What follows belongs to an exercise in optimizing a design on an open flow for small area, a short achievable clock period and few clock cycles; a production flow would make more cautious choices.
No run shown here included a check of the RTL's function; only the layout flow was run.
Power is estimated from default activity; no workload was simulated.

==> flow/design.v <==
`default_nettype none
package conv_pkg;
   typedef logic [8-1:0] pixel_t;
   typedef logic [8-1:0] weight_t;
   typedef logic [20-1:0] acc_t;
   typedef logic [$clog2(4 * 4)-1:0] pix_idx_t;
   typedef logic [$clog2(3 * 3)-1:0] tap_idx_t;
   typedef logic [$clog2(2 * 2)-1:0] win_idx_t;
   typedef logic [6-1:0] wb_adr_t;
   typedef logic [32-1:0] wb_data_t;
   typedef enum logic [1:0] {
      seq_idle,
      seq_run,
      seq_flush
   } seq_state_t;
endpackage
`default_nettype wire
`default_nettype none
module conv_mac_pp (
   input  wire logic [7:0] p0, p1, p2,
   input  wire logic [7:0] w0, w1, w2,
   output logic [47:0] cs
);
   logic [7:0] pp0 [8];
   logic [7:0] pp1 [8];
   logic [7:0] pp2 [8];
   always_comb
   begin
      for (int i = 0; i < 8; i++)
      begin
         pp0[i] = {8{p0[i]}} & w0;
         pp1[i] = {8{p1[i]}} & w1;
         pp2[i] = {8{p2[i]}} & w2;
      end
   end
   wire m1, m2;
   conv_fa u_m1 (.a(pp0[0][6]), .b(pp0[1][5]), .c(pp0[2][4]), .s(m1), .co(m2));
   wire m3, m4;
   conv_fa u_m3 (.a(pp0[0][7]), .b(pp0[1][6]), .c(pp0[2][5]), .s(m3), .co(m4));
   wire m5, m6;
   conv_fa u_m5 (.a(pp0[3][4]), .b(pp0[4][3]), .c(pp0[5][2]), .s(m5), .co(m6));
   wire m7, m8;
   conv_fa u_m7 (.a(pp0[6][1]), .b(pp0[7][0]), .c(pp1[0][7]), .s(m7), .co(m8));
   wire m9, m10;
   conv_fa u_m9 (.a(pp0[1][7]), .b(pp0[2][6]), .c(pp0[3][5]), .s(m9), .co(m10));
   wire m11, m12;
   conv_fa u_m11 (.a(pp0[4][4]), .b(pp0[5][3]), .c(pp0[6][2]), .s(m11), .co(m12));
   wire m13, m14;
   conv_ha u_m13 (.a(pp0[7][1]), .b(pp1[1][7]), .s(m13), .co(m14));
   wire m15, m16;
   conv_fa u_m15 (.a(pp0[2][7]), .b(pp0[3][6]), .c(pp0[4][5]), .s(m15), .co(m16));
   wire m17, m18;
   conv_fa u_m17 (.a(pp0[0][4]), .b(pp0[1][3]), .c(pp0[2][2]), .s(m17), .co(m18));
   wire m19, m20;
   conv_fa u_m19 (.a(pp0[0][5]), .b(pp0[1][4]), .c(pp0[2][3]), .s(m19), .co(m20));
   wire m21, m22;
   conv_fa u_m21 (.a(pp0[3][2]), .b(pp0[4][1]), .c(pp0[5][0]), .s(m21), .co(m22));
   wire m23, m24;
   conv_fa u_m23 (.a(pp1[0][5]), .b(pp1[1][4]), .c(pp1[2][3]), .s(m23), .co(m24));
   wire m25, m26;
   conv_fa u_m25 (.a(pp0[3][3]), .b(pp0[4][2]), .c(pp0[5][1]), .s(m25), .co(m26));
   wire m27, m28;
   conv_fa u_m27 (.a(pp0[6][0]), .b(pp1[0][6]), .c(pp1[1][5]), .s(m27), .co(m28));
   wire m29, m30;
   conv_fa u_m29 (.a(pp1[2][4]), .b(pp1[3][3]), .c(pp1[4][2]), .s(m29), .co(m30));
   wire m31, m32;
   conv_fa u_m31 (.a(pp1[5][1]), .b(pp1[6][0]), .c(pp2[0][6]), .s(m31), .co(m32));
   wire m33, m34;
   conv_ha u_m33 (.a(pp2[1][5]), .b(pp2[2][4]), .s(m33), .co(m34));
   wire m35, m36;
   conv_fa u_m35 (.a(pp1[1][6]), .b(pp1[2][5]), .c(pp1[3][4]), .s(m35), .co(m36));
   wire m37, m38;
   conv_fa u_m37 (.a(pp1[4][3]), .b(pp1[5][2]), .c(pp1[6][1]), .s(m37), .co(m38));
   wire m39, m40;
   conv_fa u_m39 (.a(pp1[7][0]), .b(pp2[0][7]), .c(pp2[1][6]), .s(m39), .co(m40));
   wire m41, m42;
   conv_fa u_m41 (.a(pp2[2][5]), .b(pp2[3][4]), .c(pp2[4][3]), .s(m41), .co(m42));
   wire m43, m44;
   conv_fa u_m43 (.a(pp2[5][2]), .b(pp2[6][1]), .c(pp2[7][0]), .s(m43), .co(m44));
   wire m45, m46;
   conv_ha u_m45 (.a(m3), .b(m5), .s(m45), .co(m46));
   wire m47, m48;
   conv_fa u_m47 (.a(pp1[2][6]), .b(pp1[3][5]), .c(pp1[4][4]), .s(m47), .co(m48));
   wire m49, m50;
   conv_fa u_m49 (.a(pp1[5][3]), .b(pp1[6][2]), .c(pp1[7][1]), .s(m49), .co(m50));
   wire m51, m52;
   conv_fa u_m51 (.a(pp2[1][7]), .b(pp2[2][6]), .c(pp2[3][5]), .s(m51), .co(m52));
   wire m53, m54;
   conv_fa u_m53 (.a(pp2[4][4]), .b(pp2[5][3]), .c(pp2[6][2]), .s(m53), .co(m54));
   wire m55, m56;
   conv_fa u_m55 (.a(pp2[7][1]), .b(m9), .c(m11), .s(m55), .co(m56));
   wire m57, m58;
   conv_fa u_m57 (.a(m13), .b(m4), .c(m6), .s(m57), .co(m58));
   wire m59, m60;
   conv_fa u_m59 (.a(pp0[5][4]), .b(pp0[6][3]), .c(pp0[7][2]), .s(m59), .co(m60));
   wire m61, m62;
   conv_fa u_m61 (.a(pp1[2][7]), .b(pp1[3][6]), .c(pp1[4][5]), .s(m61), .co(m62));
   wire m63, m64;
   conv_fa u_m63 (.a(pp1[5][4]), .b(pp1[6][3]), .c(pp1[7][2]), .s(m63), .co(m64));
   wire m65, m66;
   conv_fa u_m65 (.a(pp2[2][7]), .b(pp2[3][6]), .c(pp2[4][5]), .s(m65), .co(m66));
   wire m67, m68;
   conv_fa u_m67 (.a(pp2[5][4]), .b(pp2[6][3]), .c(pp2[7][2]), .s(m67), .co(m68));
   wire m69, m70;
   conv_fa u_m69 (.a(m15), .b(m10), .c(m12), .s(m69), .co(m70));
   wire m71, m72;
   conv_fa u_m71 (.a(pp0[3][7]), .b(pp0[4][6]), .c(pp0[5][5]), .s(m71), .co(m72));
   wire m73, m74;
   conv_fa u_m73 (.a(pp0[6][4]), .b(pp0[7][3]), .c(pp1[3][7]), .s(m73), .co(m74));
   wire m75, m76;
   conv_fa u_m75 (.a(pp1[4][6]), .b(pp1[5][5]), .c(pp1[6][4]), .s(m75), .co(m76));
   wire m77, m78;
   conv_fa u_m77 (.a(pp1[7][3]), .b(pp2[3][7]), .c(pp2[4][6]), .s(m77), .co(m78));
   wire m79, m80;
   conv_ha u_m79 (.a(pp2[5][5]), .b(pp2[6][4]), .s(m79), .co(m80));
   wire m81, m82;
   conv_fa u_m81 (.a(pp0[4][7]), .b(pp0[5][6]), .c(pp0[6][5]), .s(m81), .co(m82));
   wire m83, m84;
   conv_fa u_m83 (.a(pp0[7][4]), .b(pp1[4][7]), .c(pp1[5][6]), .s(m83), .co(m84));
   wire m85, m86;
   conv_fa u_m85 (.a(pp0[0][3]), .b(pp0[1][2]), .c(pp0[2][1]), .s(m85), .co(m86));
   wire m87, m88;
   conv_ha u_m87 (.a(pp0[3][0]), .b(pp1[0][3]), .s(m87), .co(m88));
   wire m89, m90;
   conv_fa u_m89 (.a(pp0[3][1]), .b(pp0[4][0]), .c(pp1[0][4]), .s(m89), .co(m90));
   wire m91, m92;
   conv_fa u_m91 (.a(pp1[1][3]), .b(pp1[2][2]), .c(pp1[3][1]), .s(m91), .co(m92));
   wire m93, m94;
   conv_fa u_m93 (.a(pp1[4][0]), .b(pp2[0][4]), .c(pp2[1][3]), .s(m93), .co(m94));
   wire m95, m96;
   conv_fa u_m95 (.a(pp1[3][2]), .b(pp1[4][1]), .c(pp1[5][0]), .s(m95), .co(m96));
   wire m97, m98;
   conv_fa u_m97 (.a(pp2[0][5]), .b(pp2[1][4]), .c(pp2[2][3]), .s(m97), .co(m98));
   wire m99, m100;
   conv_fa u_m99 (.a(pp2[3][2]), .b(pp2[4][1]), .c(pp2[5][0]), .s(m99), .co(m100));
   wire m101, m102;
   conv_ha u_m101 (.a(m19), .b(m21), .s(m101), .co(m102));
   wire m103, m104;
   conv_fa u_m103 (.a(pp2[3][3]), .b(pp2[4][2]), .c(pp2[5][1]), .s(m103), .co(m104));
   wire m105, m106;
   conv_fa u_m105 (.a(pp2[6][0]), .b(m1), .c(m25), .s(m105), .co(m106));
   wire m107, m108;
   conv_fa u_m107 (.a(m27), .b(m29), .c(m31), .s(m107), .co(m108));
   wire m109, m110;
   conv_fa u_m109 (.a(m33), .b(m20), .c(m22), .s(m109), .co(m110));
   wire m111, m112;
   conv_fa u_m111 (.a(m7), .b(m2), .c(m35), .s(m111), .co(m112));
   wire m113, m114;
   conv_fa u_m113 (.a(m37), .b(m39), .c(m41), .s(m113), .co(m114));
   wire m115, m116;
   conv_fa u_m115 (.a(m43), .b(m45), .c(m26), .s(m115), .co(m116));
   wire m117, m118;
   conv_fa u_m117 (.a(m28), .b(m30), .c(m32), .s(m117), .co(m118));
   wire m119, m120;
   conv_fa u_m119 (.a(m8), .b(m47), .c(m49), .s(m119), .co(m120));
   wire m121, m122;
   conv_fa u_m121 (.a(m51), .b(m53), .c(m55), .s(m121), .co(m122));
   wire m123, m124;
   conv_fa u_m123 (.a(m57), .b(m36), .c(m38), .s(m123), .co(m124));
   wire m125, m126;
   conv_fa u_m125 (.a(m40), .b(m42), .c(m44), .s(m125), .co(m126));
   wire m127, m128;
   conv_fa u_m127 (.a(m14), .b(m59), .c(m61), .s(m127), .co(m128));
   wire m129, m130;
   conv_fa u_m129 (.a(m63), .b(m65), .c(m67), .s(m129), .co(m130));
   wire m131, m132;
   conv_fa u_m131 (.a(m69), .b(m48), .c(m50), .s(m131), .co(m132));
   wire m133, m134;
   conv_fa u_m133 (.a(m52), .b(m54), .c(m56), .s(m133), .co(m134));
   wire m135, m136;
   conv_fa u_m135 (.a(pp2[7][3]), .b(m16), .c(m71), .s(m135), .co(m136));
   wire m137, m138;
   conv_fa u_m137 (.a(m73), .b(m75), .c(m77), .s(m137), .co(m138));
   wire m139, m140;
   conv_fa u_m139 (.a(m79), .b(m60), .c(m62), .s(m139), .co(m140));
   wire m141, m142;
   conv_fa u_m141 (.a(m64), .b(m66), .c(m68), .s(m141), .co(m142));
   wire m143, m144;
   conv_fa u_m143 (.a(pp1[6][5]), .b(pp1[7][4]), .c(pp2[4][7]), .s(m143), .co(m144));
   wire m145, m146;
   conv_fa u_m145 (.a(pp2[5][6]), .b(pp2[6][5]), .c(pp2[7][4]), .s(m145), .co(m146));
   wire m147, m148;
   conv_fa u_m147 (.a(m81), .b(m83), .c(m72), .s(m147), .co(m148));
   wire m149, m150;
   conv_fa u_m149 (.a(m74), .b(m76), .c(m78), .s(m149), .co(m150));
   wire m151, m152;
   conv_fa u_m151 (.a(pp0[5][7]), .b(pp0[6][6]), .c(pp0[7][5]), .s(m151), .co(m152));
   wire m153, m154;
   conv_fa u_m153 (.a(pp1[5][7]), .b(pp1[6][6]), .c(pp1[7][5]), .s(m153), .co(m154));
   wire m155, m156;
   conv_fa u_m155 (.a(pp2[5][7]), .b(pp2[6][6]), .c(pp2[7][5]), .s(m155), .co(m156));
   wire m157, m158;
   conv_fa u_m157 (.a(pp0[0][2]), .b(pp0[1][1]), .c(pp0[2][0]), .s(m157), .co(m158));
   wire m159, m160;
   conv_ha u_m159 (.a(pp1[0][2]), .b(pp1[1][1]), .s(m159), .co(m160));
   wire m161, m162;
   conv_fa u_m161 (.a(pp1[1][2]), .b(pp1[2][1]), .c(pp1[3][0]), .s(m161), .co(m162));
   wire m163, m164;
   conv_fa u_m163 (.a(pp2[0][3]), .b(pp2[1][2]), .c(pp2[2][1]), .s(m163), .co(m164));
   wire m165, m166;
   conv_ha u_m165 (.a(pp2[3][0]), .b(m85), .s(m165), .co(m166));
   wire m167, m168;
   conv_fa u_m167 (.a(pp2[2][2]), .b(pp2[3][1]), .c(pp2[4][0]), .s(m167), .co(m168));
   wire m169, m170;
   conv_fa u_m169 (.a(m17), .b(m89), .c(m91), .s(m169), .co(m170));
   wire m171, m172;
   conv_fa u_m171 (.a(m93), .b(m86), .c(m88), .s(m171), .co(m172));
   wire m173, m174;
   conv_fa u_m173 (.a(m23), .b(m18), .c(m95), .s(m173), .co(m174));
   wire m175, m176;
   conv_fa u_m175 (.a(m97), .b(m99), .c(m101), .s(m175), .co(m176));
   wire m177, m178;
   conv_fa u_m177 (.a(m90), .b(m92), .c(m94), .s(m177), .co(m178));
   wire m179, m180;
   conv_fa u_m179 (.a(m24), .b(m103), .c(m105), .s(m179), .co(m180));
   wire m181, m182;
   conv_fa u_m181 (.a(m107), .b(m109), .c(m96), .s(m181), .co(m182));
   wire m183, m184;
   conv_fa u_m183 (.a(m98), .b(m100), .c(m102), .s(m183), .co(m184));
   wire m185, m186;
   conv_fa u_m185 (.a(m34), .b(m111), .c(m113), .s(m185), .co(m186));
   wire m187, m188;
   conv_fa u_m187 (.a(m115), .b(m117), .c(m104), .s(m187), .co(m188));
   wire m189, m190;
   conv_fa u_m189 (.a(m106), .b(m108), .c(m110), .s(m189), .co(m190));
   wire m191, m192;
   conv_fa u_m191 (.a(m46), .b(m119), .c(m121), .s(m191), .co(m192));
   wire m193, m194;
   conv_fa u_m193 (.a(m123), .b(m125), .c(m112), .s(m193), .co(m194));
   wire m195, m196;
   conv_fa u_m195 (.a(m114), .b(m116), .c(m118), .s(m195), .co(m196));
   wire m197, m198;
   conv_fa u_m197 (.a(m58), .b(m127), .c(m129), .s(m197), .co(m198));
   wire m199, m200;
   conv_fa u_m199 (.a(m131), .b(m133), .c(m120), .s(m199), .co(m200));
   wire m201, m202;
   conv_fa u_m201 (.a(m122), .b(m124), .c(m126), .s(m201), .co(m202));
   wire m203, m204;
   conv_fa u_m203 (.a(m70), .b(m135), .c(m137), .s(m203), .co(m204));
   wire m205, m206;
   conv_fa u_m205 (.a(m139), .b(m141), .c(m128), .s(m205), .co(m206));
   wire m207, m208;
   conv_fa u_m207 (.a(m130), .b(m132), .c(m134), .s(m207), .co(m208));
   wire m209, m210;
   conv_fa u_m209 (.a(m80), .b(m143), .c(m145), .s(m209), .co(m210));
   wire m211, m212;
   conv_fa u_m211 (.a(m147), .b(m149), .c(m136), .s(m211), .co(m212));
   wire m213, m214;
   conv_fa u_m213 (.a(m138), .b(m140), .c(m142), .s(m213), .co(m214));
   wire m215, m216;
   conv_fa u_m215 (.a(m82), .b(m84), .c(m151), .s(m215), .co(m216));
   wire m217, m218;
   conv_fa u_m217 (.a(m153), .b(m155), .c(m144), .s(m217), .co(m218));
   wire m219, m220;
   conv_fa u_m219 (.a(m146), .b(m148), .c(m150), .s(m219), .co(m220));
   wire m221, m222;
   conv_fa u_m221 (.a(pp0[6][7]), .b(pp0[7][6]), .c(pp1[6][7]), .s(m221), .co(m222));
   wire m223, m224;
   conv_fa u_m223 (.a(pp1[7][6]), .b(pp2[6][7]), .c(pp2[7][6]), .s(m223), .co(m224));
   wire m225, m226;
   conv_fa u_m225 (.a(m152), .b(m154), .c(m156), .s(m225), .co(m226));
   wire m227, m228;
   conv_fa u_m227 (.a(pp0[0][1]), .b(pp0[1][0]), .c(pp1[0][1]), .s(m227), .co(m228));
   wire m229, m230;
   conv_fa u_m229 (.a(pp1[2][0]), .b(pp2[0][2]), .c(pp2[1][1]), .s(m229), .co(m230));
   wire m231, m232;
   conv_ha u_m231 (.a(pp2[2][0]), .b(m157), .s(m231), .co(m232));
   wire m233, m234;
   conv_fa u_m233 (.a(m87), .b(m161), .c(m163), .s(m233), .co(m234));
   wire m235, m236;
   conv_fa u_m235 (.a(m165), .b(m158), .c(m160), .s(m235), .co(m236));
   wire m237, m238;
   conv_fa u_m237 (.a(m167), .b(m169), .c(m171), .s(m237), .co(m238));
   wire m239, m240;
   conv_fa u_m239 (.a(m162), .b(m164), .c(m166), .s(m239), .co(m240));
   wire m241, m242;
   conv_fa u_m241 (.a(m173), .b(m175), .c(m177), .s(m241), .co(m242));
   wire m243, m244;
   conv_fa u_m243 (.a(m168), .b(m170), .c(m172), .s(m243), .co(m244));
   wire m245, m246;
   conv_fa u_m245 (.a(m179), .b(m181), .c(m183), .s(m245), .co(m246));
   wire m247, m248;
   conv_fa u_m247 (.a(m174), .b(m176), .c(m178), .s(m247), .co(m248));
   wire m249, m250;
   conv_fa u_m249 (.a(m185), .b(m187), .c(m189), .s(m249), .co(m250));
   wire m251, m252;
   conv_fa u_m251 (.a(m180), .b(m182), .c(m184), .s(m251), .co(m252));
   wire m253, m254;
   conv_fa u_m253 (.a(m191), .b(m193), .c(m195), .s(m253), .co(m254));
   wire m255, m256;
   conv_fa u_m255 (.a(m186), .b(m188), .c(m190), .s(m255), .co(m256));
   wire m257, m258;
   conv_fa u_m257 (.a(m197), .b(m199), .c(m201), .s(m257), .co(m258));
   wire m259, m260;
   conv_fa u_m259 (.a(m192), .b(m194), .c(m196), .s(m259), .co(m260));
   wire m261, m262;
   conv_fa u_m261 (.a(m203), .b(m205), .c(m207), .s(m261), .co(m262));
   wire m263, m264;
   conv_fa u_m263 (.a(m198), .b(m200), .c(m202), .s(m263), .co(m264));
   wire m265, m266;
   conv_fa u_m265 (.a(m209), .b(m211), .c(m213), .s(m265), .co(m266));
   wire m267, m268;
   conv_fa u_m267 (.a(m204), .b(m206), .c(m208), .s(m267), .co(m268));
   wire m269, m270;
   conv_fa u_m269 (.a(m215), .b(m217), .c(m219), .s(m269), .co(m270));
   wire m271, m272;
   conv_fa u_m271 (.a(m210), .b(m212), .c(m214), .s(m271), .co(m272));
   wire m273, m274;
   conv_fa u_m273 (.a(m221), .b(m223), .c(m225), .s(m273), .co(m274));
   wire m275, m276;
   conv_fa u_m275 (.a(m216), .b(m218), .c(m220), .s(m275), .co(m276));
   wire m277, m278;
   conv_fa u_m277 (.a(pp0[7][7]), .b(pp1[7][7]), .c(pp2[7][7]), .s(m277), .co(m278));
   wire m279, m280;
   conv_fa u_m279 (.a(m222), .b(m224), .c(m226), .s(m279), .co(m280));
   wire m281, m282;
   conv_ha u_m281 (.a(pp1[1][0]), .b(pp2[0][1]), .s(m281), .co(m282));
   wire m283, m284;
   conv_fa u_m283 (.a(m159), .b(m229), .c(m231), .s(m283), .co(m284));
   wire m285, m286;
   conv_fa u_m285 (.a(m233), .b(m235), .c(m230), .s(m285), .co(m286));
   wire m287, m288;
   conv_fa u_m287 (.a(m237), .b(m239), .c(m234), .s(m287), .co(m288));
   wire m289, m290;
   conv_fa u_m289 (.a(m241), .b(m243), .c(m238), .s(m289), .co(m290));
   wire m291, m292;
   conv_fa u_m291 (.a(m245), .b(m247), .c(m242), .s(m291), .co(m292));
   wire m293, m294;
   conv_fa u_m293 (.a(m249), .b(m251), .c(m246), .s(m293), .co(m294));
   wire m295, m296;
   conv_fa u_m295 (.a(m253), .b(m255), .c(m250), .s(m295), .co(m296));
   wire m297, m298;
   conv_fa u_m297 (.a(m257), .b(m259), .c(m254), .s(m297), .co(m298));
   wire m299, m300;
   conv_fa u_m299 (.a(m261), .b(m263), .c(m258), .s(m299), .co(m300));
   wire m301, m302;
   conv_fa u_m301 (.a(m265), .b(m267), .c(m262), .s(m301), .co(m302));
   wire m303, m304;
   conv_fa u_m303 (.a(m269), .b(m271), .c(m266), .s(m303), .co(m304));
   wire m305, m306;
   conv_fa u_m305 (.a(m273), .b(m275), .c(m270), .s(m305), .co(m306));
   wire m307, m308;
   conv_fa u_m307 (.a(m277), .b(m279), .c(m274), .s(m307), .co(m308));
   assign cs[0] = pp0[0][0];   
   assign cs[1] = pp1[0][0];   
   assign cs[2] = pp2[0][0];   
   assign cs[3] = pp2[1][0];   
   assign cs[4] = m227;   
   assign cs[5] = m281;   
   assign cs[6] = m228;   
   assign cs[7] = m283;   
   assign cs[8] = m282;   
   assign cs[9] = m232;   
   assign cs[10] = m285;   
   assign cs[11] = m284;   
   assign cs[12] = m236;   
   assign cs[13] = m287;   
   assign cs[14] = m286;   
   assign cs[15] = m240;   
   assign cs[16] = m289;   
   assign cs[17] = m288;   
   assign cs[18] = m244;   
   assign cs[19] = m291;   
   assign cs[20] = m290;   
   assign cs[21] = m248;   
   assign cs[22] = m293;   
   assign cs[23] = m292;   
   assign cs[24] = m252;   
   assign cs[25] = m295;   
   assign cs[26] = m294;   
   assign cs[27] = m256;   
   assign cs[28] = m297;   
   assign cs[29] = m296;   
   assign cs[30] = m260;   
   assign cs[31] = m299;   
   assign cs[32] = m298;   
   assign cs[33] = m264;   
   assign cs[34] = m301;   
   assign cs[35] = m300;   
   assign cs[36] = m268;   
   assign cs[37] = m303;   
   assign cs[38] = m302;   
   assign cs[39] = m272;   
   assign cs[40] = m305;   
   assign cs[41] = m304;   
   assign cs[42] = m276;   
   assign cs[43] = m307;   
   assign cs[44] = m306;   
   assign cs[45] = m278;   
   assign cs[46] = m280;   
   assign cs[47] = m308;   
endmodule
module conv_mac_acc (
   input  wire logic [47:0] cs,
   input  wire logic [19:0] acc_in,
   output logic [19:0] sum
);
   wire a1, a2;
   conv_ha u_a1 (.a(cs[0]), .b(cs[1]), .s(a1), .co(a2));
   wire a3, a4;
   conv_fa u_a3 (.a(cs[3]), .b(cs[4]), .c(cs[5]), .s(a3), .co(a4));
   wire a5, a6;
   conv_fa u_a5 (.a(cs[6]), .b(cs[7]), .c(cs[8]), .s(a5), .co(a6));
   wire a7, a8;
   conv_fa u_a7 (.a(cs[9]), .b(cs[10]), .c(cs[11]), .s(a7), .co(a8));
   wire a9, a10;
   conv_fa u_a9 (.a(cs[12]), .b(cs[13]), .c(cs[14]), .s(a9), .co(a10));
   wire a11, a12;
   conv_fa u_a11 (.a(cs[15]), .b(cs[16]), .c(cs[17]), .s(a11), .co(a12));
   wire a13, a14;
   conv_fa u_a13 (.a(cs[18]), .b(cs[19]), .c(cs[20]), .s(a13), .co(a14));
   wire a15, a16;
   conv_fa u_a15 (.a(cs[21]), .b(cs[22]), .c(cs[23]), .s(a15), .co(a16));
   wire a17, a18;
   conv_fa u_a17 (.a(cs[24]), .b(cs[25]), .c(cs[26]), .s(a17), .co(a18));
   wire a19, a20;
   conv_fa u_a19 (.a(cs[27]), .b(cs[28]), .c(cs[29]), .s(a19), .co(a20));
   wire a21, a22;
   conv_fa u_a21 (.a(cs[30]), .b(cs[31]), .c(cs[32]), .s(a21), .co(a22));
   wire a23, a24;
   conv_fa u_a23 (.a(cs[33]), .b(cs[34]), .c(cs[35]), .s(a23), .co(a24));
   wire a25, a26;
   conv_fa u_a25 (.a(cs[36]), .b(cs[37]), .c(cs[38]), .s(a25), .co(a26));
   wire a27, a28;
   conv_fa u_a27 (.a(cs[39]), .b(cs[40]), .c(cs[41]), .s(a27), .co(a28));
   wire a29, a30;
   conv_fa u_a29 (.a(cs[42]), .b(cs[43]), .c(cs[44]), .s(a29), .co(a30));
   wire a31, a32;
   conv_fa u_a31 (.a(cs[45]), .b(cs[46]), .c(cs[47]), .s(a31), .co(a32));
   wire a33, a34;
   conv_ha u_a33 (.a(cs[2]), .b(acc_in[0]), .s(a33), .co(a34));
   wire a35, a36;
   conv_fa u_a35 (.a(acc_in[1]), .b(a3), .c(a2), .s(a35), .co(a36));
   wire a37, a38;
   conv_fa u_a37 (.a(acc_in[2]), .b(a5), .c(a4), .s(a37), .co(a38));
   wire a39, a40;
   conv_fa u_a39 (.a(acc_in[3]), .b(a7), .c(a6), .s(a39), .co(a40));
   wire a41, a42;
   conv_fa u_a41 (.a(acc_in[4]), .b(a9), .c(a8), .s(a41), .co(a42));
   wire a43, a44;
   conv_fa u_a43 (.a(acc_in[5]), .b(a11), .c(a10), .s(a43), .co(a44));
   wire a45, a46;
   conv_fa u_a45 (.a(acc_in[6]), .b(a13), .c(a12), .s(a45), .co(a46));
   wire a47, a48;
   conv_fa u_a47 (.a(acc_in[7]), .b(a15), .c(a14), .s(a47), .co(a48));
   wire a49, a50;
   conv_fa u_a49 (.a(acc_in[8]), .b(a17), .c(a16), .s(a49), .co(a50));
   wire a51, a52;
   conv_fa u_a51 (.a(acc_in[9]), .b(a19), .c(a18), .s(a51), .co(a52));
   wire a53, a54;
   conv_fa u_a53 (.a(acc_in[10]), .b(a21), .c(a20), .s(a53), .co(a54));
   wire a55, a56;
   conv_fa u_a55 (.a(acc_in[11]), .b(a23), .c(a22), .s(a55), .co(a56));
   wire a57, a58;
   conv_fa u_a57 (.a(acc_in[12]), .b(a25), .c(a24), .s(a57), .co(a58));
   wire a59, a60;
   conv_fa u_a59 (.a(acc_in[13]), .b(a27), .c(a26), .s(a59), .co(a60));
   wire a61, a62;
   conv_fa u_a61 (.a(acc_in[14]), .b(a29), .c(a28), .s(a61), .co(a62));
   wire a63, a64;
   conv_fa u_a63 (.a(acc_in[15]), .b(a31), .c(a30), .s(a63), .co(a64));
   wire a65, a66;
   conv_ha u_a65 (.a(acc_in[16]), .b(a32), .s(a65), .co(a66));
   logic [19:0] ra;
   logic [19:0] rb;
   assign ra = {acc_in[19], acc_in[18], acc_in[17], a65, a63, a61, a59, a57, a55, a53, a51, a49, a47, a45, a43, a41, a39, a37, a35, a1};
   assign rb = {1'b0, 1'b0, a66, a64, a62, a60, a58, a56, a54, a52, a50, a48, a46, a44, a42, a40, a38, a36, a34, a33};
   assign sum = ra + rb;
endmodule
module conv_fa (
   input  wire logic a, b, c,
   output logic s, co
);
   assign s = a ^ b ^ c;
   assign co = (a & b) | (a & c) | (b & c);
endmodule
module conv_ha (
   input  wire logic a, b,
   output logic s, co
);
   assign s = a ^ b;
   assign co = a & b;
endmodule
`default_nettype wire
`default_nettype none
module conv_top (
   input  wire logic clk,
   input  wire logic reset,
   input  wire logic cyc,
   input  wire logic stb,
   input  wire logic we,
   input  wire conv_pkg::wb_adr_t adr,
   input  wire conv_pkg::wb_data_t dat_w,
   output wire logic ack,
   output wire conv_pkg::wb_data_t dat_r
);
   logic [7:0] image [16];
   logic [7:0] kernel [9];
   logic [19:0] result [4];
   logic [19:0] acc [4];
   logic run;               
   logic [3:0] rdy;         
   logic done_flag;         
   logic slow_pend;         
   logic req;
   logic is_img;
   logic is_ker;
   logic is_res;
   logic is_ctl;
   logic fast_rd;
   logic wr_go;
   logic start;
   assign req = cyc && stb;
   assign is_img = (adr[5:4] == 2'b00);
   assign is_ker = (adr[5:4] == 2'b01) && (adr[3:0] < 4'd9);
   assign is_res = (adr[5:2] == 4'b1000);
   assign is_ctl = (adr == 6'h28);
   assign fast_rd = is_res || is_ctl;
   assign wr_go = req && we && !run;
   assign start = wr_go && is_ctl && dat_w[0];
   logic slow_go;
   logic [3:0] rdy_dec;
   logic rdy_hit;
   logic [19:0] res_sel;
   logic [19:0] fast_data;
   logic [7:0] slow_data;
   logic [4:0] rd_sel;      
   assign slow_go = req && !we && !fast_rd && !slow_pend;
   assign rdy_dec = 4'b0001 << adr[1:0];
   assign rdy_hit = |(rdy & rdy_dec);
   assign ack = req && ((we && !run)
                        || (!we && (slow_pend || is_ctl || (is_res && rdy_hit))));
   assign res_sel = done_flag ? result[adr[1:0]] : 20'd0;
   assign fast_data = adr[3] ? {18'd0, done_flag, 1'b0} : res_sel;
   assign dat_r = slow_pend ? {24'd0, slow_data} : {12'd0, fast_data};
   always_ff @(posedge clk)
   begin
      if (reset)
         slow_pend <= 1'b0;
      else
         slow_pend <= slow_go;
   end
   logic [7:0] wdata;
   assign wdata = reset ? 8'd0 : dat_w[7:0];
   always_ff @(posedge clk)
   begin
      for (int i = 0; i < 16; i++)
         if (reset || (wr_go && is_img && adr[3:0] == 4'(i)))
            image[i] <= wdata;
      for (int i = 0; i < 9; i++)
         if (reset || (wr_go && adr[5:4] == 2'b01 && adr[3:0] == 4'(i)))
            kernel[i] <= wdata;
   end
   logic [1:0] issued [4];   
   logic [3:0] wdone;        
   logic [3:0] last_pix;     
   logic [3:0] restart;
   logic [1:0] ker_row;
   assign ker_row = (adr[3:0] < 4'd3) ? 2'd0 : (adr[3:0] < 4'd6) ? 2'd1 : 2'd2;
   always_comb
   begin
      for (int w = 0; w < 4; w++)
      begin
         logic [2:0] dr;
         logic [2:0] dc;
         dr = {1'b0, adr[3:2]} - 3'(w / 2);
         dc = {1'b0, adr[1:0]} - 3'(w % 2);
         restart[w] = 1'b0;
         if (wr_go && is_img && dr <= 3'd2 && dc <= 3'd2 && dr[1:0] < issued[w])
            restart[w] = 1'b1;
         if (wr_go && is_ker && ker_row < issued[w])
            restart[w] = 1'b1;
      end
   end
   logic [3:0] cand;
   logic pick_v;
   logic [1:0] pick_w;
   logic [1:0] pick_r;
   always_comb
   begin
      for (int w = 0; w < 4; w++)
      begin
         logic [3:0] need;
         need = {(2'(w / 2) + issued[w]), 2'(w % 2)} + 4'd2;
         cand[w] = (issued[w] != 2'd3) && !restart[w] && (run || last_pix >= need);
      end
      pick_v = |cand && !slow_go;
      pick_w = cand[0] ? 2'd0 : cand[1] ? 2'd1 : cand[2] ? 2'd2 : 2'd3;
      pick_r = issued[pick_w];
   end
   logic s_v;
   logic [1:0] s_w;
   logic [1:0] s_r;
   logic [3:0] s_prow;      
   logic s_wc;              
   logic [2:0] s_krow;      
   logic [1:0] ker_col;
   assign ker_col = (adr[3:0] == 4'd0 || adr[3:0] == 4'd3 || adr[3:0] == 4'd6) ? 2'd0
                    : (adr[3:0] == 4'd1 || adr[3:0] == 4'd4 || adr[3:0] == 4'd7) ? 2'd1 : 2'd2;
   always_ff @(posedge clk)
   begin
      s_w <= pick_w;
      s_r <= pick_r;
      if (slow_go)
      begin
         s_wc <= adr[0];
         s_prow <= 4'b0001 << adr[3:2];
         s_krow <= 3'b001 << ker_row;
         rd_sel <= 5'd0;
         if (is_img)
            rd_sel <= adr[1] ? 5'b00010 : 5'b00001;
         if (is_ker)
            rd_sel <= 5'b00100 << ker_col;
      end
      else
      begin
         s_wc <= pick_w[0];
         s_prow <= 4'b0001 << (2'(pick_w[1]) + pick_r);
         s_krow <= 3'b001 << pick_r;
      end
   end
   logic [7:0] rowpix [4];
   logic [7:0] p0, p1, p2;
   logic [7:0] w0, w1, w2;
   logic [47:0] cs;
   always_comb
   begin
      for (int c = 0; c < 4; c++)
      begin
         rowpix[c] = 8'd0;
         for (int r = 0; r < 4; r++)
            rowpix[c] = rowpix[c] | ({8{s_prow[r]}} & image[r * 4 + c]);
      end
      w0 = 8'd0;
      w1 = 8'd0;
      w2 = 8'd0;
      for (int k = 0; k < 3; k++)
      begin
         w0 = w0 | ({8{s_krow[k]}} & kernel[k * 3 + 0]);
         w1 = w1 | ({8{s_krow[k]}} & kernel[k * 3 + 1]);
         w2 = w2 | ({8{s_krow[k]}} & kernel[k * 3 + 2]);
      end
   end
   assign p0 = s_wc ? rowpix[1] : rowpix[0];
   assign p1 = s_wc ? rowpix[2] : rowpix[1];
   assign p2 = s_wc ? rowpix[3] : rowpix[2];
   assign slow_data = ({8{rd_sel[0]}} & p0) | ({8{rd_sel[1]}} & p2) | ({8{rd_sel[2]}} & w0)
                      | ({8{rd_sel[3]}} & w1) | ({8{rd_sel[4]}} & w2);
   conv_mac_pp i_pp (
      .p0(p0), .p1(p1), .p2(p2),
      .w0(w0), .w1(w1), .w2(w2),
      .cs(cs)
   );
   logic m_v;
   logic [1:0] m_w;
   logic [1:0] m_r;
   logic [47:0] m_cs;
   always_ff @(posedge clk)
   begin
      m_w <= s_w;
      m_r <= s_r;
      m_cs <= cs;
   end
   logic [19:0] acc_in;
   logic [19:0] sum;
   assign acc_in = (m_r == 2'd0) ? 20'd0 : acc[m_w];
   conv_mac_acc i_acc (
      .cs(m_cs),
      .acc_in(acc_in),
      .sum(sum)
   );
   always_ff @(posedge clk)
   begin
      for (int w = 0; w < 4; w++)
         if (m_v && m_w == 2'(w))
            acc[w] <= sum;
   end
   logic [3:0] commit;
   assign commit = {4{run}} & wdone & ~rdy;
   always_ff @(posedge clk)
   begin
      for (int w = 0; w < 4; w++)
         if (commit[w])
            result[w] <= acc[w];
   end
   always_ff @(posedge clk)
   begin
      if (reset)
      begin
         s_v <= 1'b0;
         m_v <= 1'b0;
         for (int w = 0; w < 4; w++)
            issued[w] <= 2'd0;
         wdone <= 4'd0;
         last_pix <= 4'd0;
         run <= 1'b0;
         rdy <= 4'b1111;
         done_flag <= 1'b0;
      end
      else
      begin
         s_v <= pick_v;
         m_v <= s_v && !restart[s_w];
         for (int w = 0; w < 4; w++)
         begin
            if (restart[w])
            begin
               issued[w] <= 2'd0;
               wdone[w] <= 1'b0;
            end
            else
            begin
               if (pick_v && pick_w == 2'(w))
                  issued[w] <= issued[w] + 2'd1;
               if (m_v && m_w == 2'(w) && m_r == 2'd2)
                  wdone[w] <= 1'b1;
            end
         end
         if (wr_go && is_img)
            last_pix <= adr[3:0];
         if (start)
         begin
            run <= 1'b1;
            rdy <= 4'b0000;
            done_flag <= 1'b1;
         end
         else if (run)
         begin
            rdy <= rdy | commit;
            if (&rdy)
               run <= 1'b0;
         end
      end
   end
endmodule
`default_nettype wire
==> flow/run.sh <==
#!/bin/bash
# synth_recipe.tcl (not shown) runs the flow's synth.tcl, then flattens the netlist and writes it again
# the make line also repeats each setting of config.mk as NAME=value (left out here)
make -C /OpenROAD-flow-scripts/flow DESIGN_CONFIG=/design/flow/config.mk WORK_HOME=/design/flow/orfs CLKGATE_MAP_FILE= SYNTH_SCRIPT=/design/flow/synth_recipe.tcl finish
==> flow/constraint.sdc <==
create_clock -name core_clock -period 9.0 [get_ports {clk}]
set_input_delay 1.8000 -clock core_clock [delete_from_list [all_inputs] [get_ports {clk}]]
set_output_delay 1.8000 -clock core_clock [all_outputs]
set_load 0.01 [all_outputs]
==> flow/config.mk <==
export PLATFORM = sky130hd
export DESIGN_NAME = conv_top
export DESIGN_NICKNAME = conv_top
export VERILOG_FILES = /design/flow/design.v
export SDC_FILE = /design/flow/constraint.sdc
export NUM_CORES = 4
export LEC_CHECK = 0
export ABC_AREA = 1
export CAP_MARGIN = 20
export CORE_MARGIN = 2
export CORE_UTILIZATION = 65
export CTS_BUF_LIST = sky130_fd_sc_hd__clkbuf_4 sky130_fd_sc_hd__clkbuf_8
export PLACE_DENSITY = 0.75
export SETUP_SLACK_MARGIN = 4.3
export SLEW_MARGIN = 20
export SYNTH_HIERARCHICAL = 1
export SYNTH_MINIMUM_KEEP_SIZE = 0
==> results of run 1 <==
-- cells in the mapped netlist, drive strengths merged (2+ instances only) --
| library cell | instances |
|---|---|
| fa | 175 |
| inv | 298 |
| a21oi | 66 |
| clkbuf | 53 |
| or2 | 2 |
| edfxtp | 365 |
| o21ai | 92 |
| nor3 | 21 |
| nand4 | 15 |
| nand3 | 84 |
| dfxtp | 89 |
| o22ai | 2 |
| o21bai | 2 |
| and2 | 3 |
| a22o | 39 |
| a31oi | 3 |
| nand2 | 622 |
| ha | 53 |
| xor2 | 10 |
| nor2 | 84 |
| a221oi | 20 |
| a41oi | 28 |
| o31ai | 7 |
| buf | 113 |
| xnor2 | 2 |
| nand3b | 2 |
-- per-layer routing --
metal	GRT usage	vias to the layer above	routed length, um
li1	-	7514	-
met1	0.4498	8255	23840
met2	0.5368	1163	30150
met3	0.08368	234	7614
met4	0.1401	0	2804
met5	0	-	0
-- worst max-delay path, cell delays in order --
cell and delay [ns]:
buf_16 0.13, nand2_8 0.11, clkinvlp_4 0.19, buf_6 0.18, a221oi_4 0.30, o21ai_2 0.11
buf_2 0.15
-- path summary, 6_finish.rpt --
path / endpoint / cells past startpoint
max: dat_r[6] / 7
min: m_r[0] / 0
max reg2reg: m_cs[25] / 12
min reg2reg: m_r[0] / 0
-- modules after synthesis, one instance, submodules excluded --
| module | times used | cells | area, um^2 |
|---|---|---|---|
| conv_fa | 174 | 1 | 20.02 |
| conv_ha | 13 | 1 | 12.51 |
| conv_mac_acc | 1 | 216 | 1105 |
| conv_mac_pp | 1 | 480 | 2042 |
| conv_top | 1 | 1376 | 17400 |
-- cell type report --
cell class                 instances  area, um^2  area share
sequential                       454       12750      0.4662
clock buffer                     112        1354     0.04949
tap                              468       585.6     0.02141
timing repair buffer             141        1284     0.04693
multi-input combinational       1353        9966      0.3643
inverter                         299        1175     0.04295
clock inverter                    23       197.7    0.007227
timing repair inverter             5       36.28    0.001327
antenna                            1       2.502  0.00009148
-- repair_timing --
action | CTS | global route
hold buffers | 0 | 0
buffers inserted | 32 | 13
resized for setup | 189 | 66
endpoints found under the setup margin | 44 | 29
gates cloned | 7 | 2
pin swaps | 23 | 19
hold endpoints to repair | 0 | 0
-- power groups by stage --
| stage | sequential [mW] | combinational [mW] | clock [mW] |
|---|---|---|---|
| floorplan | 2.90 | 3.81 | 0 |
| detailed placement | 2.92 | 4.21 | 0 |
| global placement | 2.91 | 4.14 | 0 |
| global route | 2.90 | 4.99 | 1.98 |
| CTS | 2.88 | 4.33 | 1.89 |
| finish | 2.88 | 4.48 | 1.88 |
-- cells by family after synthesis --
kind of cell / after synthesis / synth area share
simple gates: 833 / 0.1417
buf+inv: 465 / 0.08400
flops: 454 / 0.5268
compound gates: 266 / 0.07076
fa+ha+maj: 228 / 0.1722
xor+xnor: 12 / 0.004345
other cells: 1 / 0.0001550
-- sequential cells by signal, summed over array words and instances, names as in the netlist, 3 cells and up --
signal    count
rd_sel        5
m_cs         48
image       128
s_prow        4
result       80
s_krow        3
acc          80
wdone         4
rdy           4
issued        8
kernel       72
last_pix      4
==> impl_metrics.toml, run 1 <==
[placement]
post_dp_cell_area_um2 = 24780
gp_congestion = 0.9531
portBuffers = 39
place_ws_ns = 2.115
placed_cells = 2665
dp_hpwl_mm = 41.86

[sta]
final-setup-viol-count = 0
drv_slew = 0
finalHoldViolations = 0
tightest_slew_ns = 1.166
whs_ns = 0.3323
fin_setup_tns_ns = 0
rsz0062_at_grt = "yes"
period_needed_ns = 4.787
maxSlewHeadroom = 0.2176
fmax_ghz = 0.2089
finalCritPeriodShare = 0.5319
skew_ns = 0.04523
fin_ws_ns = 4.213

[pwr]
switching_share = 0.3973
ir_drop_mv = 0.3566
combinationalPowerShare = 0.485
p_clk_frac = 0.203
netSwitchingPower_mw = 3.668
p_seq_frac = 0.312
cellLeakagePower_nw = 12.17
p_total_mw = 9.232
p_per_area_nw_per_um2 = 337.5
intPower_mw = 5.564

[logic_synthesis]
synth-edff-count = 365
synth.cell_area_um2 = 24190
synth_ff_type = "edfxtp_1"
synth_top_area_frac = 0.4531
synth_top_area_cell = "edfxtp_1"
synth_cell_types = 47
synth_cells = 2259
synth_top_cells_by_area = "edfxtp_1, fa_1, nand2_1"
ys_seq_area_frac = 0.5268
synthArstFlopShare = 0
ys_warn_count = 20
synth_seq_cells = 454
syn_avg_cell_area_um2 = 10.71

[layout]
finalNonFillerCells = 2856
syn2layout_area_growth_pct = 13.08
final_cell_mix = "nand2_1, edfxtp_1, inv_1"
final_common_cell = "nand2_1"
fin_area_um2 = 27350
nFillCells = 2367
layout-drive-gt1-share = 0.1529
fin_util = 0.7472
nets = 2598

[min_path]
hold_class = "register to register"
worstHoldStart = "s_r[0]"

[critical_path]
critPathLaunch = "adr[1]"
r2r-start = "s_wc"
criticalPathCategory = "input pin to output pin"
cp_max_fo = 8
critPathArrivalTime_ns = 2.99
crit_path_end_kind = "output pin"
required_ns = 7.20
start_kind = "input pin"
reg2reg_slack_ns = 4.40

[floorplan]
die_width_um = 196.9
die_area_um2 = 38770
num_rows = 70
pin_count = 76
initial_core_util = 0.6607
die_h_um = 196.9
core_um2 = 36610

[routing]
post-route-drc-count = 0
via_per_inst = 6.011
drt_iter0_drc = 2102
ant_nets = 0
vias = 17166
routed_wire_length_per_instance_um = 22.55
drt_wl_total_mm = 64.40
dr.pass1.iters = 6

[clocking]
insertion_delay_ns = 0.64
cts_num_sinks = 454
cts_tree = "done"
clock_tree.buffer_depth = 3
cts_made_buffers = 73
clk_pin_slew_ns = 0.06
h-tree-depth = 3
cts-root-buf = "clkbuf_8"

[global_route]
grt_overflow = 0
grt_pass1_vias = 17327
antenna_found_initial = 1
grt_max_degree = 33
grt_pass1_wl_mm = 96.60
grtUsageTotal = 0.3374

[run]
cap_violations = 0

[run_status]
status = "timing/DRC/antenna clean"
==> run 2, diff against run 1 <==
--- a/flow/config.mk
+++ b/flow/config.mk
@@ -5,7 +5,6 @@
 export SDC_FILE = /design/flow/constraint.sdc
 export NUM_CORES = 4
 export LEC_CHECK = 0
-export ABC_AREA = 1
 export CAP_MARGIN = 20
 export CORE_MARGIN = 2
 export CORE_UTILIZATION = 65
==> impl_metrics.toml, run 2 <==
[global_route]
grt_pass1_vias = 15217
grt_overflow = 0
antenna_found_initial = 0
grt_pass1_wl_mm = 88.58
grt_max_degree = 56
grtUsageTotal = 0.3130

[layout]
top_regs = "image x128, acc x80, result x80"
syn2layout_area_growth_pct = 10.49
final_common_cell = "edfxtp_1"
layout-drive-gt1-share = 0.1689
final_cell_mix = "edfxtp_1, and2_1, fa_1"
nFillCells = 2281
nets = 2024
finalNonFillerCells = 2267
regMostFlops = "image"
diodes = 0
largest_reg_flops = 128

[logic_synthesis]
synth.cell_area_um2 = 23740
synth_cell_types = 80
synth_top_area_frac = 0.4617
synth_top_area_cell = "edfxtp_1"
syn_avg_cell_area_um2 = 14.05
synthArstFlopShare = 0
ys_warn_count = 20
ys_seq_area_frac = 0.5368
synth_cells = 1690
synth_top_cells_by_area = "edfxtp_1, fa_1, dfxtp_1"
synth_ff_type = "edfxtp_1"
synth-edff-count = 365
synth.most_common_cell = "edfxtp_1"
synth_seq_cells = 454
synth.top_cells.by_count = "edfxtp_1, and2_1, fa_1"

[clocking]
clock_tree.buffer_depth = 3
cts_made_buffers = 71
cts_num_sinks = 454
cts-root-buf = "clkbuf_8"
cts_tree = "done"
cts_hold_buf = 0
clk_pin_slew_ns = 0.06
h-tree-depth = 3
insertion_delay_ns = 0.62

[floorplan]
core_um2 = 35740
die_width_um = 195.1
num_rows = 69
initial_core_util = 0.6642
die_h_um = 195.1
pin_count = 76
die_area_um2 = 38070

[pwr]
p_per_area_nw_per_um2 = 334.0
combinationalPowerShare = 0.473
intPower_mw = 5.489
cellLeakagePower_nw = 10.08
p_seq_frac = 0.332
netSwitchingPower_mw = 3.272
p_clk_frac = 0.195
ir_drop_mv = 0.2475
switching_share = 0.3735

[sta]
drv_slew = 0
fmax_ghz = 0.2032
fin_setup_tns_ns = 0
rsz0062_at_grt = "yes"
finalHoldViolations = 0
skew_ns = 0.03650
period_needed_ns = 4.922
tightest_slew_ns = 1.076
maxSlewHeadroom = 0.2796
finalCritPeriodShare = 0.5469
final-setup-viol-count = 0

[critical_path]
start_kind = "input pin"
criticalPathCategory = "input pin to output pin"
critPathArrivalTime_ns = 3.12
crit_path_end_kind = "output pin"
required_ns = 7.20
cp_max_fo = 4

[min_path]
hold_class = "register to register"

[placement]
portBuffers = 39
dp_hpwl_mm = 37.94
placed_cells = 2116
gp_congestion = 0.8777

[routing]
via_per_inst = 6.410
ant_nets = 0
dr.pass1.iters = 5
post-route-drc-count = 0
drt_iter0_drc = 1434
vias = 14532
drt_wl_total_mm = 57.17
routed_wire_length_per_instance_um = 25.22

[run]
cap_violations = 0

[run_status]
status = "timing/DRC/antenna clean"
[run 2: changes by cell type in the layout (fill, tap and decap cells not counted), moves of 48 or more]
cell | previous run | this run
a22oi_1 | 0 | 72
and2_1 | 3 | 201
inv_1 | 285 | 20
nand2_1 | 612 | 128
nand3_1 | 72 | 24
o21ai_0 | 63 | 8
[run 2: area by class of cell]
cell class	instances	area (um^2)	area share
Clock buffer	105	1270	0.04842
Clock inverter	21	122.6	0.004675
Inverter	20	75.07	0.002862
Multi-Input combinational cell	1106	10460	0.3989
Sequential cell	454	12750	0.4863
Tap cell	461	576.8	0.02199
Timing Repair Buffer	100	967.2	0.03687
[run 2: cell families after synthesis]
family | synth area share
compound gates | 0.08744
mux | 0.04190
fa+ha+maj | 0.1755
xor+xnor | 0.006272
simple gates | 0.1193
buf+inv | 0.03263
flops | 0.5368
other cells | 0.0001580
[run 2: power by group through the flow]
stage	Combinational (mW)	Clock [mW]	Sequential [mW]
after floorplan	4.01	0	2.92
after global placement	3.90	0	2.94
after detailed placement	4.09	0	2.95
after CTS	4.12	1.73	2.91
after global routing	4.65	1.83	2.92
final	4.15	1.71	2.91
[run 2: path summary, 6_finish.rpt]
path	startpoint	endpoint	slack (ns)	cells after the start
max reg2reg	s_wc	m_cs[22]	4.40	10
min	s_r[0]	m_r[0]	0.31	0
min reg2reg	s_r[0]	m_r[0]	0.31	0
max	adr[0]	ack	4.08	7
[run 2: through the flow]
step | hold slack (ns) | utilization | area [um^2] | worst slack [ns] | total power, mW
after floorplan | 0.3096 | - | 23860 | 4.289 | 6.928
after global placement | 0.3099 | 0.6811 | 24340 | 2.922 | 6.843
after detailed placement | 0.3128 | 0.6812 | 24350 | 2.894 | 7.039
after CTS | 0.3159 | 0.7273 | 25990 | 4.048 | 8.765
after global routing | 0.3401 | 0.7338 | 26230 | 4.054 | 9.405
final | 0.3052 | 0.7338 | 26230 | 4.078 | 8.761
[run 2: routing by layer]
| layer | track usage | wire (um) |
|---|---|---|
| met1 | 0.4229 | 21770 |
| met3 | 0.06736 | 5908 |
| met5 | 0 | 0 |
| met2 | 0.5058 | 27420 |
| met4 | 0.1193 | 2070 |
[run 2: repair_timing]
| action | CTS | global route |
|---|---|---|
| setup endpoints to repair | 39 | 51 |
| gates cloned | 2 | 1 |
| pin swaps | 9 | 5 |
| gates resized for setup | 120 | 45 |
| buffers inserted | 13 | 9 |
[run 2: modules after synthesis (local to each module, per instance)]
module / flops+latches / cells / copies in the design / cell area (um^2)
conv_mac_acc: 0 / 128 / 1 / 974.7
conv_mac_pp: 0 / 240 / 1 / 1561
conv_ha: 0 / 1 / 13 / 12.51
conv_fa: 0 / 1 / 174 / 20.02
conv_top: 454 / 1135 / 1 / 17560
[run 2: worst max-delay path, stage by stage]
cell	delay, ns
buf_12	0.08
buf_12	0.13
mux4_2	0.56
a21o_1	0.19
a21boi_2	0.14
a211oi_2	0.04
buf_2	0.17
==> run 3, diff against run 2 <==
--- a/flow/config.mk
+++ b/flow/config.mk
@@ -5,12 +5,13 @@
 export SDC_FILE = /design/flow/constraint.sdc
 export NUM_CORES = 4
 export LEC_CHECK = 0
+export ABC_AREA = 1
 export CAP_MARGIN = 20
 export CORE_MARGIN = 2
 export CORE_UTILIZATION = 65
 export CTS_BUF_LIST = sky130_fd_sc_hd__clkbuf_4 sky130_fd_sc_hd__clkbuf_8
 export PLACE_DENSITY = 0.75
-export SETUP_SLACK_MARGIN = 4.3
+export SETUP_SLACK_MARGIN = 4.0
 export SLEW_MARGIN = 20
 export SYNTH_HIERARCHICAL = 1
 export SYNTH_MINIMUM_KEEP_SIZE = 0
==> impl_metrics.toml, run 3 <==
[global_route]
antenna_found_initial = 0
grt_max_degree = 33
grt_overflow = 0
grt_pass1_vias = 17245
grtUsageTotal = 0.3322
grt_pass1_wl_mm = 95.39

[logic_synthesis]
ys_seq_area_frac = 0.5268
synth-adder-area-share = 0.1722
synth_cell_types = 47
synth-edff-count = 365
synthArstFlopShare = 0
synth.cell_area_um2 = 24190
synth_compound_area_frac = 0.07076
synth_mux_area_frac = 0
syn_avg_cell_area_um2 = 10.71
synth.top_cells.by_count = "nand2_1, edfxtp_1, inv_1"
synth_simple_gate_area_frac = 0.1417
synth_seq_cells = 454
synth_top_area_frac = 0.4531
synth_top_family_by_area = "adder cells"
synth_top_area_cell = "edfxtp_1"
synth_ff_type = "edfxtp_1"
ys_warn_count = 20
synth_cells = 2259
synth_top_cells_by_area = "edfxtp_1, fa_1, nand2_1"
synth-xor-area-share = 0.004345
synth.most_common_cell = "nand2_1"

[routing]
drt_iter0_drc = 1773
via_per_inst = 5.939
ant_nets = 0
dr.max_layer_used = "met4"
post-route-drc-count = 0
wirelength_met1_mm = 23.67
wl_met2_mm = 28.92
dr.pass1.iters = 6
vias = 16825
drt_wl_total_mm = 62.24
routed_wire_length_per_instance_um = 21.97
wl_met3_mm = 7.025

[critical_path]
crit_path_end_kind = "output pin"
start_kind = "input pin"
critPathArrivalTime_ns = 3.30
criticalPathCategory = "input pin to output pin"
required_ns = 7.20
cp_max_fo = 8

[floorplan]
initial_core_util = 0.6607
pin_count = 76
die_h_um = 196.9
die_width_um = 196.9
core_um2 = 36610
num_rows = 70
die_area_um2 = 38770

[sta]
skew_ns = 0.05082
fin_setup_tns_ns = 0
maxSlewHeadroom = 0.2156
final-setup-viol-count = 0
drv_slew = 0
tightest_slew_ns = 1.169
finalHoldViolations = 0
fmax_ghz = 0.1961
rsz0062_at_grt = "yes"
period_needed_ns = 5.101
whs_ns = 0.3271
finalCritPeriodShare = 0.5667

[pwr]
ir_drop_mv = 0.3240
p_total_mw = 9.092
p_per_area_nw_per_um2 = 339.8
intPower_mw = 5.485
cellLeakagePower_nw = 11.98
p_clk_frac = 0.205
p_seq_frac = 0.317
combinationalPowerShare = 0.478
netSwitchingPower_mw = 3.607
switching_share = 0.3967

[clocking]
cts-root-buf = "clkbuf_8"
clk_pin_slew_ns = 0.06
insertion_delay_ns = 0.64
h-tree-depth = 3
cts_tree = "done"
cts_made_buffers = 73
clock_tree.buffer_depth = 3
cts_num_sinks = 454

[layout]
nFillCells = 2491
layout-drive-gt1-share = 0.1193
final_common_cell = "nand2_1"
nets = 2575
finalNonFillerCells = 2833
multiInputGateArea_um2 = 9671
largest_reg_flops = 128
final-seq-area_um2 = 12740
syn2layout_area_growth_pct = 10.62
regMostFlops = "image"
top_regs = "image x128, acc x80, result x80"
final_cell_mix = "nand2_1, edfxtp_1, inv_1"

[placement]
dp_hpwl_mm = 41.86
gp_congestion = 0.9531
portBuffers = 39
placed_cells = 2665

[min_path]
hold_class = "register to register"

[run_status]
status = "timing/DRC/antenna clean"

[run]
cap_violations = 0
[run 3: power groups by stage]
stage                     Clock [mW]  Sequential, mW  Combinational, mW
final                           1.87            2.88               4.35
after global routing            1.97            2.90               4.88
after CTS                       1.89            2.88               4.32
after detailed placement           0            2.92               4.21
after global placement             0            2.91               4.14
after floorplan                    0            2.90               3.81
[run 3: path summary, 6_finish.rpt]
check | start | to | slack (ns) | cells past startpoint
worst min-delay path | s_r[0] | m_r[0] | 0.33 | 0
worst max-delay path | adr[1] | dat_r[4] | 3.90 | 9
worst min register to register | s_r[0] | m_r[0] | 0.33 | 0
worst max register to register | s_prow[0] | m_cs[22] | 4.09 | 11
[run 3: cells by family (layout without fill, tap and decap cells)]
| family | Yosys count | in the layout |
|---|---|---|
| flops | 454 | 454 |
| other cells | 1 | 13 |
| xor+xnor | 12 | 12 |
| compound gates | 266 | 266 |
| buf+inv | 465 | 557 |
| fa+ha+maj | 228 | 228 |
| simple gates | 833 | 835 |
[run 3: per-module statistics from Yosys (local to each module, per instance)]
module | times used | cell area (um^2) | flops+latches | cells inside
conv_fa | 174 | 20.02 | 0 | 1
conv_ha | 13 | 12.51 | 0 | 1
conv_mac_acc | 1 | 1105 | 0 | 216
conv_mac_pp | 1 | 2042 | 0 | 480
conv_top | 1 | 17400 | 454 | 1376
[run 3: what timing repair did]
action / CTS / global route
hold buffers: 0 / 0
gates cloned: 5 / 1
hold endpoints to repair: 0 / 0
gates resized for setup: 83 / 14
setup buffers: 22 / 3
setup endpoints to repair: 22 / 24
pin swaps: 7 / 3
[run 3: critical path, stage by stage]
cell	delay [ns]
buf_6	0.18
inv_8	0.08
nor2_4	0.14
buf_12	0.13
a221oi_1	0.08
nand2_1	0.07
nand2_1	0.06
o21ai_2	0.18
clkdlybuf4s50_1	0.57
[run 3: metal layers]
metal	global-route usage	vias to the layer above
li1	-	7457
met5	0	-
met3	0.07940	207
met1	0.4439	8166
met2	0.5281	995
met4	0.1409	0
[run 3: final cells by class]
| type | count | share of cell area |
|---|---|---|
| diodes | 1 | 0.00009351 |
| clock buffers | 112 | 0.05059 |
| clock inverters | 23 | 0.007388 |
| inverters | 299 | 0.04320 |
| multi-input cells | 1353 | 0.3614 |
| flip-flops and latches | 454 | 0.4763 |
| well taps | 468 | 0.02188 |
| repair buffers | 119 | 0.03820 |
| repair inverters | 4 | 0.0009819 |
[run 3: through the flow]
stage	setup slack (ns)	instance area (um^2)	utilization
6_report	3.899	26760	0.7309
5_1_grt	3.859	26760	0.7309
4_1_cts	3.856	26710	0.7295
3_5_place_dp	2.115	24780	0.6769
3_3_place_gp	2.136	24770	0.6767
2_1_floorplan	4.337	24230	-
==> run 4, diff against run 3 <==
--- a/flow/design.v
+++ b/flow/design.v
@@ -540,36 +540,52 @@
       else
          slow_pend <= slow_go;
    end
+   logic wb_v;
+   logic [4:0] wb_a;
+   logic [7:0] wb_d;
+   logic wb_img;
+   logic wb_ker;
    logic [7:0] wdata;
-   assign wdata = reset ? 8'd0 : dat_w[7:0];
+   always_ff @(posedge clk)
+   begin
+      wb_a <= adr[4:0];
+      wb_d <= dat_w[7:0];
+      if (reset)
+         wb_v <= 1'b0;
+      else
+         wb_v <= wr_go && (is_img || is_ker);
+   end
+   assign wb_img = wb_v && !wb_a[4];
+   assign wb_ker = wb_v && wb_a[4];
+   assign wdata = reset ? 8'd0 : wb_d;
    always_ff @(posedge clk)
    begin
       for (int i = 0; i < 16; i++)
-         if (reset || (wr_go && is_img && adr[3:0] == 4'(i)))
+         if (reset || (wb_img && wb_a[3:0] == 4'(i)))
             image[i] <= wdata;
       for (int i = 0; i < 9; i++)
-         if (reset || (wr_go && adr[5:4] == 2'b01 && adr[3:0] == 4'(i)))
+         if (reset || (wb_ker && wb_a[3:0] == 4'(i)))
             kernel[i] <= wdata;
    end
    logic [1:0] issued [4];   
    logic [3:0] wdone;        
    logic [3:0] last_pix;     
    logic [3:0] restart;
-   logic [1:0] ker_row;
-   assign ker_row = (adr[3:0] < 4'd3) ? 2'd0 : (adr[3:0] < 4'd6) ? 2'd1 : 2'd2;
+   logic [1:0] wb_krow;
+   assign wb_krow = (wb_a[3:0] < 4'd3) ? 2'd0 : (wb_a[3:0] < 4'd6) ? 2'd1 : 2'd2;
    always_comb
    begin
       for (int w = 0; w < 4; w++)
       begin
          logic [2:0] dr;
          logic [2:0] dc;
-         dr = {1'b0, adr[3:2]} - 3'(w / 2);
-         dc = {1'b0, adr[1:0]} - 3'(w % 2);
-         restart[w] = 1'b0;
-         if (wr_go && is_img && dr <= 3'd2 && dc <= 3'd2 && dr[1:0] < issued[w])
-            restart[w] = 1'b1;
-         if (wr_go && is_ker && ker_row < issued[w])
-            restart[w] = 1'b1;
+         logic touch;
+         logic [1:0] j;
+         dr = {1'b0, wb_a[3:2]} - 3'(w / 2);
+         dc = {1'b0, wb_a[1:0]} - 3'(w % 2);
+         touch = wb_ker || (wb_img && dr <= 3'd2 && dc <= 3'd2);
+         j = wb_ker ? wb_krow : dr[1:0];
+         restart[w] = touch && (j < issued[w]);
       end
    end
    logic [3:0] cand;
@@ -594,7 +610,9 @@
    logic [3:0] s_prow;      
    logic s_wc;              
    logic [2:0] s_krow;      
+   logic [1:0] ker_row;
    logic [1:0] ker_col;
+   assign ker_row = (adr[3:0] < 4'd3) ? 2'd0 : (adr[3:0] < 4'd6) ? 2'd1 : 2'd2;
    assign ker_col = (adr[3:0] == 4'd0 || adr[3:0] == 4'd3 || adr[3:0] == 4'd6) ? 2'd0
                     : (adr[3:0] == 4'd1 || adr[3:0] == 4'd4 || adr[3:0] == 4'd7) ? 2'd1 : 2'd2;
    always_ff @(posedge clk)
@@ -651,19 +669,23 @@
       .w0(w0), .w1(w1), .w2(w2),
       .cs(cs)
    );
-   logic m_v;
-   logic [1:0] m_w;
-   logic [1:0] m_r;
+   logic [3:0] m_en;        
+   logic [3:0] m_sel;       
+   logic m_last;            
    logic [47:0] m_cs;
    always_ff @(posedge clk)
    begin
-      m_w <= s_w;
-      m_r <= s_r;
+      m_last <= (s_r == 2'd2);
       m_cs <= cs;
    end
    logic [19:0] acc_in;
    logic [19:0] sum;
-   assign acc_in = (m_r == 2'd0) ? 20'd0 : acc[m_w];
+   always_comb
+   begin
+      acc_in = 20'd0;
+      for (int w = 0; w < 4; w++)
+         acc_in = acc_in | ({20{m_sel[w]}} & acc[w]);
+   end
    conv_mac_acc i_acc (
       .cs(m_cs),
       .acc_in(acc_in),
@@ -672,7 +694,7 @@
    always_ff @(posedge clk)
    begin
       for (int w = 0; w < 4; w++)
-         if (m_v && m_w == 2'(w))
+         if (m_en[w])
             acc[w] <= sum;
    end
    logic [3:0] commit;
@@ -688,7 +710,8 @@
       if (reset)
       begin
          s_v <= 1'b0;
-         m_v <= 1'b0;
+         m_en <= 4'd0;
+         m_sel <= 4'd0;
          for (int w = 0; w < 4; w++)
             issued[w] <= 2'd0;
          wdone <= 4'd0;
@@ -700,7 +723,8 @@
       else
       begin
          s_v <= pick_v;
-         m_v <= s_v && !restart[s_w];
+         m_en <= (s_v && !restart[s_w]) ? (4'b0001 << s_w) : 4'd0;
+         m_sel <= (s_v && !restart[s_w] && s_r != 2'd0) ? (4'b0001 << s_w) : 4'd0;
          for (int w = 0; w < 4; w++)
          begin
             if (restart[w])
@@ -712,12 +736,12 @@
             begin
                if (pick_v && pick_w == 2'(w))
                   issued[w] <= issued[w] + 2'd1;
-               if (m_v && m_w == 2'(w) && m_r == 2'd2)
+               if (m_en[w] && m_last)
                   wdone[w] <= 1'b1;
             end
          end
-         if (wr_go && is_img)
-            last_pix <= adr[3:0];
+         if (wb_img)
+            last_pix <= wb_a[3:0];
          if (start)
          begin
             run <= 1'b1;
--- a/flow/config.mk
+++ b/flow/config.mk
@@ -11,7 +11,7 @@
 export CORE_UTILIZATION = 65
 export CTS_BUF_LIST = sky130_fd_sc_hd__clkbuf_4 sky130_fd_sc_hd__clkbuf_8
 export PLACE_DENSITY = 0.75
-export SETUP_SLACK_MARGIN = 4.0
+export SETUP_SLACK_MARGIN = 4.3
 export SLEW_MARGIN = 20
 export SYNTH_HIERARCHICAL = 1
 export SYNTH_MINIMUM_KEEP_SIZE = 0
==> impl_metrics.toml, run 4 <==
[run_status]
status = "timing/DRC/antenna clean"

[global_route]
antenna_found_initial = 0
grt_pass1_wl_mm = 93.70
grt_max_degree = 38
grt_overflow = 0

[sta]
fin_setup_tns_ns = 0
drv_slew = 0
finalCritPeriodShare = 0.5371
finalHoldViolations = 0
period_needed_ns = 4.834
skew_ns = 0.03137
maxSlewHeadroom = 0.2792
rsz0062_at_grt = "yes"
final-setup-viol-count = 0

[min_path]
worstHoldStart = "acc[0][6]"
hold_class = "register to register"
holdPathEnd = "result[0][6]"
whs_path_depth = 0

[routing]
vias = 16784
routed_wire_length_per_instance_um = 21.08
dr.pass1.iters = 5
drt_wl_total_mm = 61.26
ant_nets = 0
drt_iter0_drc = 1486
post-route-drc-count = 0

[floorplan]
num_rows = 71
initial_core_util = 0.6553
core_um2 = 37400
die_width_um = 198.2
die_area_um2 = 39270

[critical_path]
r2r-start = "s_prow[0]"
r2r_end = "m_cs[28]"
criticalPathCategory = "input pin to output pin"
start_kind = "input pin"
required_ns = 7.20
reg2reg_slack_ns = 4.39
crit_path_end_kind = "output pin"
critPathArrivalTime_ns = 3.03

[logic_synthesis]
synth_cell_types = 46
ys_warn_count = 20
synth-edff-count = 365
synth_seq_cells = 472
syn_avg_cell_area_um2 = 10.81
synth_ff_type = "edfxtp_1"
synthArstFlopShare = 0
ys_seq_area_frac = 0.5346
synth.most_common_cell = "nand2_1"
synth_top_area_frac = 0.4472
synth.top_cells.by_count = "nand2_1, edfxtp_1, inv_1"
synth_top_area_cell = "edfxtp_1"

[layout]
nFillCells = 2494
largest_reg_flops = 128
nets = 2609
final_cell_mix = "nand2_1, edfxtp_1, inv_1"
syn2layout_area_growth_pct = 11.92
final_common_cell = "nand2_1"
finalNonFillerCells = 2906
fin_util = 0.7334

[clocking]
cts_num_sinks = 472
cts_made_buffers = 77
clock_tree.buffer_depth = 3
insertion_delay_ns = 0.65
clk_pin_slew_ns = 0.06
cts-root-buf = "clkbuf_8"
cts_tree = "done"

[placement]
gp_congestion = 0.8930
place_ws_ns = 2.597
placed_cells = 2721

[pwr]
p_per_area_nw_per_um2 = 247.7
cellLeakagePower_nw = 12.50
ir_drop_mv = 0.1373
## run 4: cell types whose count changed in the layout (fill, tap and decap cells not counted), moves of 8 or more
| cell | delta |
|---|---|
| o21ai_0 | -9 |
| nand2_2 | +8 |
| a41oi_1 | -18 |
| dfxtp_1 | +15 |
| nor2_1 | -8 |
| clkbuf_4 | -8 |
| buf_2 | +15 |
| a22o_1 | -9 |
| a221oi_1 | -14 |
| dlygate4sd2_1 | -14 |
| a221oi_2 | +15 |
| nand4_1 | +21 |
| buf_12 | +8 |
## run 4: how the worst max path moves through the flow
stage	endpoint	cells past startpoint	from
2_1_floorplan	dat_r[7]	7	adr[0]
6_report	dat_r[1]	9	adr[1]
3_3_place_gp	dat_r[1]	9	adr[1]
5_1_grt	ack	10	adr[0]
3_5_place_dp	ack	10	adr[0]
4_1_cts	dat_r[1]	9	adr[1]
## run 4: logic make-up (layout without fill, tap and decap cells)
kind of cell	Yosys count	after routing	synth area share
AO/OA/AOI/OAI	249	250	0.06423
XOR/XNOR	13	13	0.004646
adder cells (fa/ha/maj)	229	229	0.1705
buffers and inverters	459	575	0.08240
flip-flops	472	472	0.5346
other	1	12	0.0001530
AND/OR/NAND/NOR	844	844	0.1434
## run 4: worst max-delay path, cell delays in order
cell and delay [ns]:
buf_12 0.12, clkinvlp_4 0.11, nor2_4 0.06, buf_12 0.13
nand2_1 0.05, nand4_1 0.12, o21ai_1 0.25, nand2_1 0.14
clkdlybuf4s15_2 0.25
## run 4: modules after synthesis (local to each module, per instance)
module	cells inside	times used	cell area (um^2)	flops+latches
conv_mac_acc	216	1	1105	0
conv_top	1384	1	17710	472
conv_mac_pp	480	1	2042	0
conv_ha	1	13	12.51	0
conv_fa	1	174	20.02	0
## run 4: routing by layer
| metal | wire, um | global-route usage | share of wire |
|---|---|---|---|
| met2 | 29940 | 0.5335 | 0.49 |
| met3 | 5778 | 0.06404 | 0.094 |
| met1 | 23010 | 0.4156 | 0.38 |
| met5 | 0 | 0 | 0 |
| met4 | 2528 | 0.1451 | 0.041 |
## run 4: layout make-up
type	instances	area (um^2)	area share
Clock buffer	103	1280	0.04667
Clock inverter	34	165.2	0.006021
Inverter	296	1134	0.04133
Multi-Input combinational cell	1348	9793	0.3570
Sequential cell	472	13110	0.4780
Tap cell	511	639.4	0.02331
Timing Repair Buffer	139	1282	0.04676
Timing Repair inverter	3	23.77	0.0008667
## run 4: per-stage QoR
step	instance area (um^2)	hold WS, ns
final	27430	0.4238
after CTS	27170	0.4210
after detailed placement	25110	0.4089
after global routing	27430	0.4347
after floorplan	24550	0.3902
after global placement	25110	0.3950
## run 4: repair_timing
item | CTS | global route
setup buffers | 29 | 13
resized for setup | 170 | 54
pin swaps | 15 | 22
setup endpoints to repair | 37 | 34
gates cloned | 5 | 1
## run 4: report_power, final
| group | total, mW | switching (mW) | internal, mW |
|---|---|---|---|
| Sequential | 2.75 | 0.0679 | 2.68 |
| Combinational | 2.29 | 1.42 | 0.872 |
| Clock | 1.76 | 0.832 | 0.925 |

Re-timed with assumed drivers on the ports (clkbuf_16 on the clock, buf_2 on other inputs), run 4 has 4.115 ns of setup slack against 4.166 ns with ideal ports, and 3.777 ns once port delays also move by the mid clock arrival of 0.685 ns.
